This is an optimization exercise on Yosys and OpenROAD, whose aim is small area and a short achievable clock period, not a production implementation.
In this exercise RTL edits were held to simulation tests only and were not proved equivalent to the original.
No activity file was given, so power comes from the tool's default toggle rates.

== pepper ==
// fft_frame_buffer
module fft_frame_buffer #(
  parameter int unsigned DATA_W = 16,
  parameter int unsigned N_LOG2 = 6
) (
  input  logic              clk,
  input  logic              rst,
  input  logic [DATA_W-1:0] sample_in,
  input  logic              sample_valid,
  input  logic              frame_ready,
  output logic [DATA_W-1:0] dataOut,
  output logic              FFT_en,
  output logic              frame_start,
  output logic              overflow
);
Size in the first run: ~3,600 cells after synthesis, roughly 2,300 flip-flops, ~39 I/O pins, roughly 58,000 sq um of cells after synthesis.
==> flow/config.mk <==
export PLATFORM = sky130hd
export DESIGN_NAME = fft_frame_buffer
export DESIGN_NICKNAME = fft_frame_buffer
export VERILOG_FILES = /design/flow/design.v
export SDC_FILE = /design/flow/constraint.sdc
export NUM_CORES = 4
export LEC_CHECK = 0
export CAP_MARGIN = 20
export CORE_MARGIN = 2
export CORE_UTILIZATION = 55
export CTS_CLUSTER_DIAMETER = 80
export CTS_CLUSTER_SIZE = 30
export PLACE_DENSITY = 0.78
export SETUP_SLACK_MARGIN = 2.6
export SLEW_MARGIN = 20
==> flow/constraint.sdc <==
create_clock -name core_clock -period 4.5 [get_ports {clk}]
set_input_delay 0.9000 -clock core_clock [delete_from_list [all_inputs] [get_ports {clk}]]
set_output_delay 0.9000 -clock core_clock [all_outputs]
set_load 0.01 [all_outputs]
run.sh (not shown) runs the stock make flow with config.mk's settings and CLKGATE_MAP_FILE= SYNTH_SCRIPT=/design/flow/synth_recipe.tcl, a recipe that flattens the netlist after the stock synthesis.
Looking at the reports, pepper completed the entire flow and the layout it produced met the timing, design-rule and antenna checks.
#### Input delta (yarrow over pepper)
- putting TNS_END_PERCENT at 10 where nothing was set
- swapping 0.78 for 0.7 in PLACE_DENSITY
==> notes.md <==
- Compared with pepper, in yarrow net count of the finished layout decreased 16, cell area reported after detailed placement now sits at about the same level, vias after detailed routing now sits lower, summed instance area of the synthesized netlist closely matched the old numbers.
- Going from pepper to yarrow, the global routing met3 resource utilization was found to have gone down by 1.8 points.
- In the metrics for yarrow and pepper, the one carrying the lower setup slack is yarrow.
- Via count of the first global-routing pass, yarrow and pepper: smaller value in yarrow
- Comparing yarrow and pepper, the higher post-route worst hold slack is on pepper.
Setup changes, yarrow to sierra
- removing TNS_END_PERCENT (formerly 10)
Both conditions hold for sierra: the flow ran to the end and the final layout passed the timing, design-rule and antenna checks.
met5 as the top layer reached by signal wires was reported by yarrow, and met4 by sierra.
Of sierra and yarrow, the run reporting the higher number of global-route vias before repair was sierra.
Between sierra and yarrow, the final standard cell area without fillers does not differ in any meaningful way.
Total power of sierra is on par with yarrow.
Diff yarrow -> sierra: path length in cells of the critical path ~0 delta; aggregate routed wire length +2300 microns; utilization of the core after routing ~0 delta.
Minimum clock period after layout, sierra and yarrow, higher one = yarrow.
From yarrow to sierra the numbers moved as follows: worst setup slack rose 0.0077 ns, half-perimeter wire length of the detailed placement result has decreased.
The following lists how quartz was set up differently from sierra:
- SETUP_SLACK_MARGIN now 2.5, was 2.6
[summary]
Total power essentially unchanged between sierra and quartz. The worst hold-check slack in quartz sits 0.0084 ns below the value recorded for sierra. In quartz the routed wire length turned out about 1.6% lower than in sierra. Global-route wire length before repair for quartz: 2.7% down relative to sierra. Delta (quartz minus sierra): count of buffers not belonging to the clock network in the layout lower, final RePlAce weighted congestion higher, actual transition at the worst max-transition pin higher.


job 4529:
fft_frame_buffer again, from the RTL that the note above started with.
Design fft_frame_buffer, start of the top module:
module fft_frame_buffer #(
  parameter int unsigned DATA_W = 16,
  parameter int unsigned N_LOG2 = 6
) (
  input  logic              clk,
  input  logic              rst,
  input  logic [DATA_W-1:0] sample_in,
  input  logic              sample_valid,
  input  logic              frame_ready,
  output logic [DATA_W-1:0] dataOut,
  output logic              FFT_en,
  output logic              frame_start,
  output logic              overflow
);
  localparam int unsigned N = 1 << N_LOG2;
  localparam int unsigned R = 8;    
  logic                state_q;
  logic [1:0]          full_q, full_d;
  logic                wr_bank_q, rd_bank_q;
  logic [N_LOG2-1:0]   wr_idx_q, rd_idx_q;
  logic                start_c, issue_c, last_c;
  logic                bank_free_c, accept_c, drop_c, wr_last_c;
  logic [DATA_W-1:0]   ring_q [2][R][R];    
  logic [DATA_W-1:0]   stg_q [R];           
  logic [2:0]          t_q;                 
  logic [2:0]          un_q, un1_q;
  logic                eq0_c, eq1_c;
  logic [DATA_W-1:0]   sin_q;               
  logic                we_q;
  logic [2:0]          wq_q;                
  ...
Settings: LEC_CHECK=0, CAP_MARGIN=20, CORE_MARGIN=2, CORE_UTILIZATION=55, CTS_CLUSTER_DIAMETER=80, CTS_CLUSTER_SIZE=30, PLACE_DENSITY=0.7, SETUP_SLACK_MARGIN=2.7, SLEW_MARGIN=20; clock period 4.5 ns.
Job 4529 has completed all stages; timing, DRC and antenna checks passed.
Relative to job 4529, the following input files were edited for job 4230:
- swapping 0.7 for 0.8 in PLACE_DENSITY
- swapping 2.7 for 2.65 in SETUP_SLACK_MARGIN
## What came out
Cell area after placement of job 4230 is on par with job 4529.
[compare] base=job 4529 new=job 4230: upper clock frequency limit saw an increase; met2 routed wirelength saw little to no change; register-to-register slack saw a decrease.
dataOut[14] as the endpoint of the most critical setup path was reported by job 4529, and dataOut[8] by job 4230.
The following lists how job 797 was set up differently from job 4230:
- SETUP_SLACK_MARGIN changed from 2.65 to 2.6
- PLACE_DENSITY changed from 0.8 to 0.65
Findings:
- Taking job 4230 as the reference, in job 797 CTS buffer count neither gained nor lost much; critical path data arrival time picked up an extra 0.08 ns; internal power picked up an extra 0.31%; share of cell area taken by flip-flops and latches picked up an extra 0.32 points.
- As far as total power is concerned, job 797 and job 4230 perform about the same.
- Run comparison: job 797 cell with the largest stage delay on the worst path dfxtp_4; job 4230 cell with the largest stage delay on the worst path dfxtp_2
- Footprint of the multi-input gates is higher on job 4230


The RTL this note starts from:
==> flow/design.v <==
module fft_frame_buffer #(
  parameter int unsigned DATA_W = 16,
  parameter int unsigned N_LOG2 = 6
) (
  input  logic              clk,
  input  logic              rst,
  input  logic [DATA_W-1:0] sample_in,
  input  logic              sample_valid,
  input  logic              frame_ready,
  output logic [DATA_W-1:0] dataOut,
  output logic              FFT_en,
  output logic              frame_start,
  output logic              overflow
);
  localparam int unsigned N = 1 << N_LOG2;
  localparam int unsigned R = 8;    
  logic                state_q;
  logic [1:0]          full_q, full_d;
  logic                wr_bank_q, rd_bank_q;
  logic [N_LOG2-1:0]   wr_idx_q, rd_idx_q;
  logic                start_c, issue_c, last_c;
  logic                bank_free_c, accept_c, drop_c, wr_last_c;
  logic [DATA_W-1:0]   ring_q [2][R][R];    
  logic [DATA_W-1:0]   stg_q [R];           
  logic [2:0]          t_q;                 
  logic [2:0]          un_q, un1_q;
  logic                eq0_c, eq1_c;
  logic [DATA_W-1:0]   sin_q;               
  logic                we_q;
  logic [2:0]          wq_q;                
  logic [2*R-1:0]      ins_q;               
  logic                podd_c;              
  logic [R/2-1:0]      tp_q;                
  logic [2*R-1:0]      sel_q;               
  logic [DATA_W-1:0]   tap_c, dly1_q, dly2_q;
  function automatic logic [2:0] rev3(input logic [2:0] a);
    rev3 = {a[0], a[1], a[2]};
  endfunction
  always_comb begin
    issue_c     = state_q;
    last_c      = state_q && (rd_idx_q == N_LOG2'(N - 1));
    start_c     = !state_q && full_q[rd_bank_q] && frame_ready;
    bank_free_c = !full_q[wr_bank_q] || (last_c && (rd_bank_q == wr_bank_q));
    accept_c    = sample_valid && bank_free_c;
    drop_c      = sample_valid && !bank_free_c;
    wr_last_c   = accept_c && (wr_idx_q == N_LOG2'(N - 1));
  end
  always_comb begin
    full_d = full_q;
    for (int b = 0; b < 2; b++) begin
      if (last_c && (rd_bank_q == 1'(b))) begin
        full_d[b] = 1'b0;
      end
      if (wr_last_c && (wr_bank_q == 1'(b))) begin
        full_d[b] = 1'b1;
      end
    end
  end
  always_ff @(posedge clk) begin
    if (rst) begin
      state_q   <= 1'b0;
      full_q    <= '0;
      wr_bank_q <= 1'b0;
      wr_idx_q  <= '0;
      rd_bank_q <= 1'b0;
      rd_idx_q  <= '0;
      overflow  <= 1'b0;
    end else begin
      full_q <= full_d;
      if (start_c) begin
        state_q <= 1'b1;
      end else if (last_c) begin
        state_q <= 1'b0;
      end
      if (accept_c) begin
        wr_idx_q <= wr_idx_q + N_LOG2'(1);
        if (wr_last_c) begin
          wr_bank_q <= ~wr_bank_q;
        end
      end
      if (drop_c) begin
        overflow <= 1'b1;
      end
      if (start_c) begin
        rd_idx_q <= '0;
      end else if (issue_c) begin
        rd_idx_q <= rd_idx_q + N_LOG2'(1);
      end
      if (last_c) begin
        rd_bank_q <= ~rd_bank_q;
      end
    end
  end
  always_ff @(posedge clk) begin
    sin_q <= sample_in;
    we_q  <= accept_c && !rst;
    wq_q  <= wr_idx_q[2:0];
    for (int r = 0; r < R; r++) begin
      if (we_q && (wq_q == 3'(r))) begin
        stg_q[r] <= sin_q;
      end
    end
  end
  always_ff @(posedge clk) begin
    t_q   <= rst ? 3'd0 : t_q + 3'd1;
    un_q  <= rev3(t_q + 3'd3);
    un1_q <= rev3(t_q + 3'd3) + 3'd1;
  end
  always_comb begin
    eq0_c = (wr_idx_q[5:3] == un_q);
    eq1_c = (wr_idx_q[5:3] == un1_q);
  end
  always_ff @(posedge clk) begin
    for (int r = 0; r < R; r++) begin
      logic older, dbank;
      older = (3'(r) >= wr_idx_q[2:0]);
      dbank = wr_bank_q ^ (older && (wr_idx_q[5:3] == 3'd0));
      for (int b = 0; b < 2; b++) begin
        ins_q[b*R + r] <= (dbank == 1'(b)) && (older ? eq1_c : eq0_c);
      end
    end
  end
  always_ff @(posedge clk) begin
    for (int b = 0; b < 2; b++) begin
      for (int r = 0; r < R; r++) begin
        for (int p = 1; p < R; p++) begin
          ring_q[b][r][p] <= ring_q[b][r][p-1];
        end
        ring_q[b][r][0] <= ins_q[b*R + r] ? stg_q[r] : ring_q[b][r][R-1];
      end
    end
  end
  assign podd_c = t_q[0] ^ rd_idx_q[0];
  always_ff @(posedge clk) begin
    logic       cont;
    logic [2:0] p, q;
    logic [N_LOG2:0] w;
    logic       tb;
    logic [2:0] tr, pn;
    cont = state_q && !last_c;
    p    = t_q - rd_idx_q[2:0];
    q    = p - 3'd1;
    w    = {1'b0, rd_idx_q} + (podd_c ? 7'd2 : 7'd3);
    if (cont && !w[N_LOG2]) begin
      tb = rd_bank_q;
      tr = rev3(w[5:3]);
      pn = q;
    end else if (cont) begin
      tb = !rd_bank_q;
      tr = 3'd0;
      pn = t_q + 3'd1;
    end else begin
      tb = rd_bank_q ^ last_c;
      tr = 3'd0;
      pn = start_c ? t_q : t_q + 3'd1;
    end
    for (int i = 0; i < R / 2; i++) begin
      tp_q[i] <= (pn[2:1] == 2'(i));
    end
    for (int b = 0; b < 2; b++) begin
      for (int r = 0; r < R; r++) begin
        sel_q[b*R + r] <= (tb == 1'(b)) && (tr == 3'(r));
      end
    end
  end
  always_comb begin
    tap_c = '0;
    for (int p = 0; p < R / 2; p++) begin
      logic [DATA_W-1:0] x;
      x = '0;
      for (int b = 0; b < 2; b++) begin
        for (int r = 0; r < R; r++) begin
          x = x | (ring_q[b][r][2*p] & {DATA_W{sel_q[b*R + r]}});
        end
      end
      tap_c = tap_c | (x & {DATA_W{tp_q[p]}});
    end
  end
  always_ff @(posedge clk) begin
    dly1_q  <= tap_c;
    dly2_q  <= dly1_q;
    dataOut <= podd_c ? dly1_q : dly2_q;
    if (rst) begin
      FFT_en      <= 1'b0;
      frame_start <= 1'b0;
    end else begin
      FFT_en      <= issue_c;
      frame_start <= issue_c && (rd_idx_q == '0);
    end
  end
endmodule
clock: 4.5 ns
lec_check: 0
cap_margin: 20
core_margin: 2
core_utilization: 55
cts_cluster_diameter: 80
cts_cluster_size: 30
place_density: 0.7
setup_slack_margin: 2.6
slew_margin: 20
tns_end_percent: 40
The starting point finished with timing, DRC and antenna clean.
Change:
Settings changed: PLACE_DENSITY 0.7 to 0.8, TNS_END_PERCENT 40 to not set.
- The new run completed without violations
- non-clock buffer count went up by 20
- utilization grows by 0.38 points
- area after synthesis does not change
- synthesized cell count stays the same
- flip-flop and latch count does not change
- via count is higher by 2.7%
- wire length went up by 1.2%
- maximum frequency increases by 2.8%
Change:
Settings changed: PLACE_DENSITY 0.8 to 0.75.
Synthesized area stays the same.
Non-clock buffer count came out lower by 16.
Via count shrinks by a few percent.
Register-to-register slack improves by 140 ps.
Die area stays the same.
Worst setup slack got worse by 62 ps.


fft_frame_buffer, a different RTL version from the one above (not shown whole).
Size: about 2,300 flip-flops, roughly 39 I/O pins, about 0.058 sq mm of cells after synthesis.
// fft_frame_buffer
module fft_frame_buffer #(
  parameter int unsigned DATA_W = 16,
  parameter int unsigned N_LOG2 = 6
) (
  input  logic              clk,
  input  logic              rst,
  input  logic [DATA_W-1:0] sample_in,
  input  logic              sample_valid,
  input  logic              frame_ready,
  output logic [DATA_W-1:0] dataOut,
  output logic              FFT_en,
  output logic              frame_start,
  output logic              overflow
);
  localparam int unsigned N = 1 << N_LOG2;
  localparam int unsigned R = 8;    
  logic                state_q;
  logic [1:0]          full_q, full_d;
  logic                wr_bank_q, rd_bank_q;
  logic [N_LOG2-1:0]   wr_idx_q, rd_idx_q;
  logic                start_c, issue_c, last_c;
  logic                bank_free_c, accept_c, drop_c, wr_last_c;
  logic [DATA_W-1:0]   ring_q [2][R][R];    
  logic [DATA_W-1:0]   stg_q [R];           
  logic [2:0]          t_q;                 
  logic [2:0]          u_q, u1_q;
  logic                eq0_c, eq1_c;
  logic                ins_c [2][R];
  logic                odd_q;               
  logic [R/2-1:0]      tp_q;                
  logic [2*R-1:0]      sel_q;               
  logic [N_LOG2-1:0]   ti_c;
  logic                tb_c;
  logic [DATA_W-1:0]   tap_c, dly_q;
  function automatic logic [2:0] rev3(input logic [2:0] a);
    rev3 = {a[0], a[1], a[2]};
  endfunction
  always_comb begin
    issue_c     = state_q;
    last_c      = state_q && (rd_idx_q == N_LOG2'(N - 1));
    start_c     = !state_q && full_q[rd_bank_q] && frame_ready;
    bank_free_c = !full_q[wr_bank_q] || (last_c && (rd_bank_q == wr_bank_q));
    accept_c    = sample_valid && bank_free_c;
    drop_c      = sample_valid && !bank_free_c;
    wr_last_c   = accept_c && (wr_idx_q == N_LOG2'(N - 1));
  end
  always_comb begin
    full_d = full_q;
    for (int b = 0; b < 2; b++) begin
      if (last_c && (rd_bank_q == 1'(b))) begin
        full_d[b] = 1'b0;
      end
      if (wr_last_c && (wr_bank_q == 1'(b))) begin
        full_d[b] = 1'b1;
      end
    end
  end
  always_ff @(posedge clk) begin
    if (rst) begin
      state_q   <= 1'b0;
      full_q    <= '0;
  ...
clock: 4.5 ns
lec_check: 0
cap_margin: 20
core_margin: 2
core_utilization: 40
place_density: 0.6
setup_slack_margin: 2.2
slew_margin: 20
Change:
Settings changed: SETUP_SLACK_MARGIN 2.2 to 2.5.
=> Non-clock buffer count came out higher by 140; setup slack gets better by 0.094 ns; fmax came out higher by a few percent.


## v42
fft_frame_buffer, a different RTL version from the one above (not shown whole).
For scale: about 2,300 flip-flops.
clock: 4.5 ns
lec_check: 0
cap_margin: 20
core_margin: 2
core_utilization: 55
cts_cluster_diameter: 80
cts_cluster_size: 30
place_density: 0.7
setup_slack_margin: 2.8
slew_margin: 20
Per the final summary, v42 finished and its layout is clean on timing, DRC and antenna.
> inputs changed (v42 -> v24)
Settings: changing SETUP_SLACK_MARGIN from 2.8 to 2.4.
Results
Between v24 and v42, it is v24 whose worst slew slack as a fraction of its limit is higher, by 6.2 points. Against v42, v24 comes in 3.7 points higher on proportion of cell area occupied by registers. Between v42 and v24, the flow reports number of vias per cell after detailed routing decreasing by a few percent. In the metrics for v24 and v42, the one carrying the lower hold slack is v42. Reg2reg setup slack (lower): v24. v24 against v42: cell count shrank by about 2.8%, overall global routing resource usage fell 3.3 points.
Input-level comparison between v14 and v24:
Settings: PLACE_DENSITY now 0.65, was 0.7; SETUP_SLACK_MARGIN now 2.6, was 2.4; CORE_UTILIZATION now 50, was 55.
## What came out
Changes observed in v14 relative to v24: post-CTS clock slew at the launch and capture registers of the worst setup and hold paths level, final cell count has increased, detailed-router iteration count before antenna repair did not really move, synthesis-to-finish area growth rose 2.1 points, shortest clock period the worst path allows after layout saw an increase. Compared with v24, v14 shows a summed area of non-filler cells in the final layout that is 1.9% higher. Summary of v14 over v24: first-pass GRT wire length went up, total half-perimeter wirelength after legalization and detailed placement went up, via count went up. v14 vs v24 — critical path depth dropped 5. Between v24 and v14, the flow reports final routed wirelength across all metal layers increasing by a few percent.
#### Input delta (v54 over v14)
Settings: changing PLACE_DENSITY from 0.65 to 0.77; changing CORE_UTILIZATION from 50 to 62.
--- outcome ---
Comparing v14 and v54, the lower total placed instance area is on v54. The run with more setup slack is v54; v14 has less. NOTE: count of clock-buffer cells in the layout in v54 falls short of that of v14. Design area in v54 is about 0.55% lower than in v14. Per the comparison of v54 with v14, clock network fraction of design power now sits lower, number of iterations in the first detailed-routing pass went up, source-to-sink clock delay at the later pin of the worst-skew pair moved down.
Modified inputs, v32 compared to v54
Settings: PLACE_DENSITY changed from 0.77 to 0.7; CORE_UTILIZATION changed from 62 to 55.
[summary]
Status: area share of buffers outside the clock network parity (v32, v54)
As far as number of multi-input combinational cells in the layout is concerned, v54 and v32 perform about the same.
~same total power in v32 and v54
On placement-stage worst setup slack: between v32 and v54, it ends up lower for v54.
Of v32 and v54, the higher global-route usage belongs to v54.
First-pass GRT wire length: v32 vs v54 — no meaningful difference
Compared with v54, v32 shows synthesis-to-layout area growth higher by 0.43 points.
v32: number of antenna violations at the first check in global routing is 4 lower than what v54 reported.
There was hardly any difference in register area between v32 and v54.

-- what the ideal ports hide --
How much do the figures lean on ideal ports? The routed layouts below were timed once more, with nothing changed but the port constraints. Step 1 sets driving cells, clkbuf_16 on the clock port and buf_2 on the other inputs (assumed; they add their load-dependent delay and slew). Step 2 also shifts input and output timing later by t, the mid clock arrival at the registers, as if the neighbouring blocks saw the same clock. a / b / c = ideal / step 1 / step 2; a / b = the first two.
run	shift t [ns]	slack for setup (ns)	latest minus earliest clock arrival (ns)
pepper	0.741	2.414 / 2.348 / 2.024	0.038 / 0.038
yarrow	0.748	2.397 / 2.330 / 1.988	0.052 / 0.052
sierra	0.767	2.404 / 2.331 / 2.031	0.038 / 0.038
quartz	0.754	2.410 / 2.340 / 1.841	0.052 / 0.053
job 4529	0.773	2.398 / 2.324 / 2.050	0.045 / 0.046
job 4230	0.737	2.466 / 2.402 / 2.174	0.035 / 0.034
job 797	0.767	2.394 / 2.321 / 2.206	0.030 / 0.030
the first run of note 3	0.752	2.413 / 2.344 / 1.999	0.050 / 0.050
the second run of note 3	0.732	2.470 / 2.407 / 2.177	0.031 / 0.031
the third run of note 3	0.744	2.408 / 2.340 / 2.054	0.043 / 0.042
the first run of note 4	0.889	2.140 / 2.140 / 1.602	0.033 / 0.034
the second run of note 4	0.893	2.234 / 2.223 / 1.828	0.033 / 0.033
v42	0.760	2.397 / 2.323 / 2.164	0.040 / 0.039
v24	0.750	2.395 / 2.359 / 2.074	0.028 / 0.029
v14	0.764	2.390 / 2.318 / 2.080	0.039 / 0.040
v54	0.734	2.404 / 2.339 / 2.026	0.055 / 0.055
v32	0.763	2.416 / 2.345 / 2.066	0.043 / 0.044
After both steps every run listed still meets setup and hold. For quartz, which loses most, drivers alone change the setup slack by -0.070 ns; drivers and shift together by -0.569 ns.
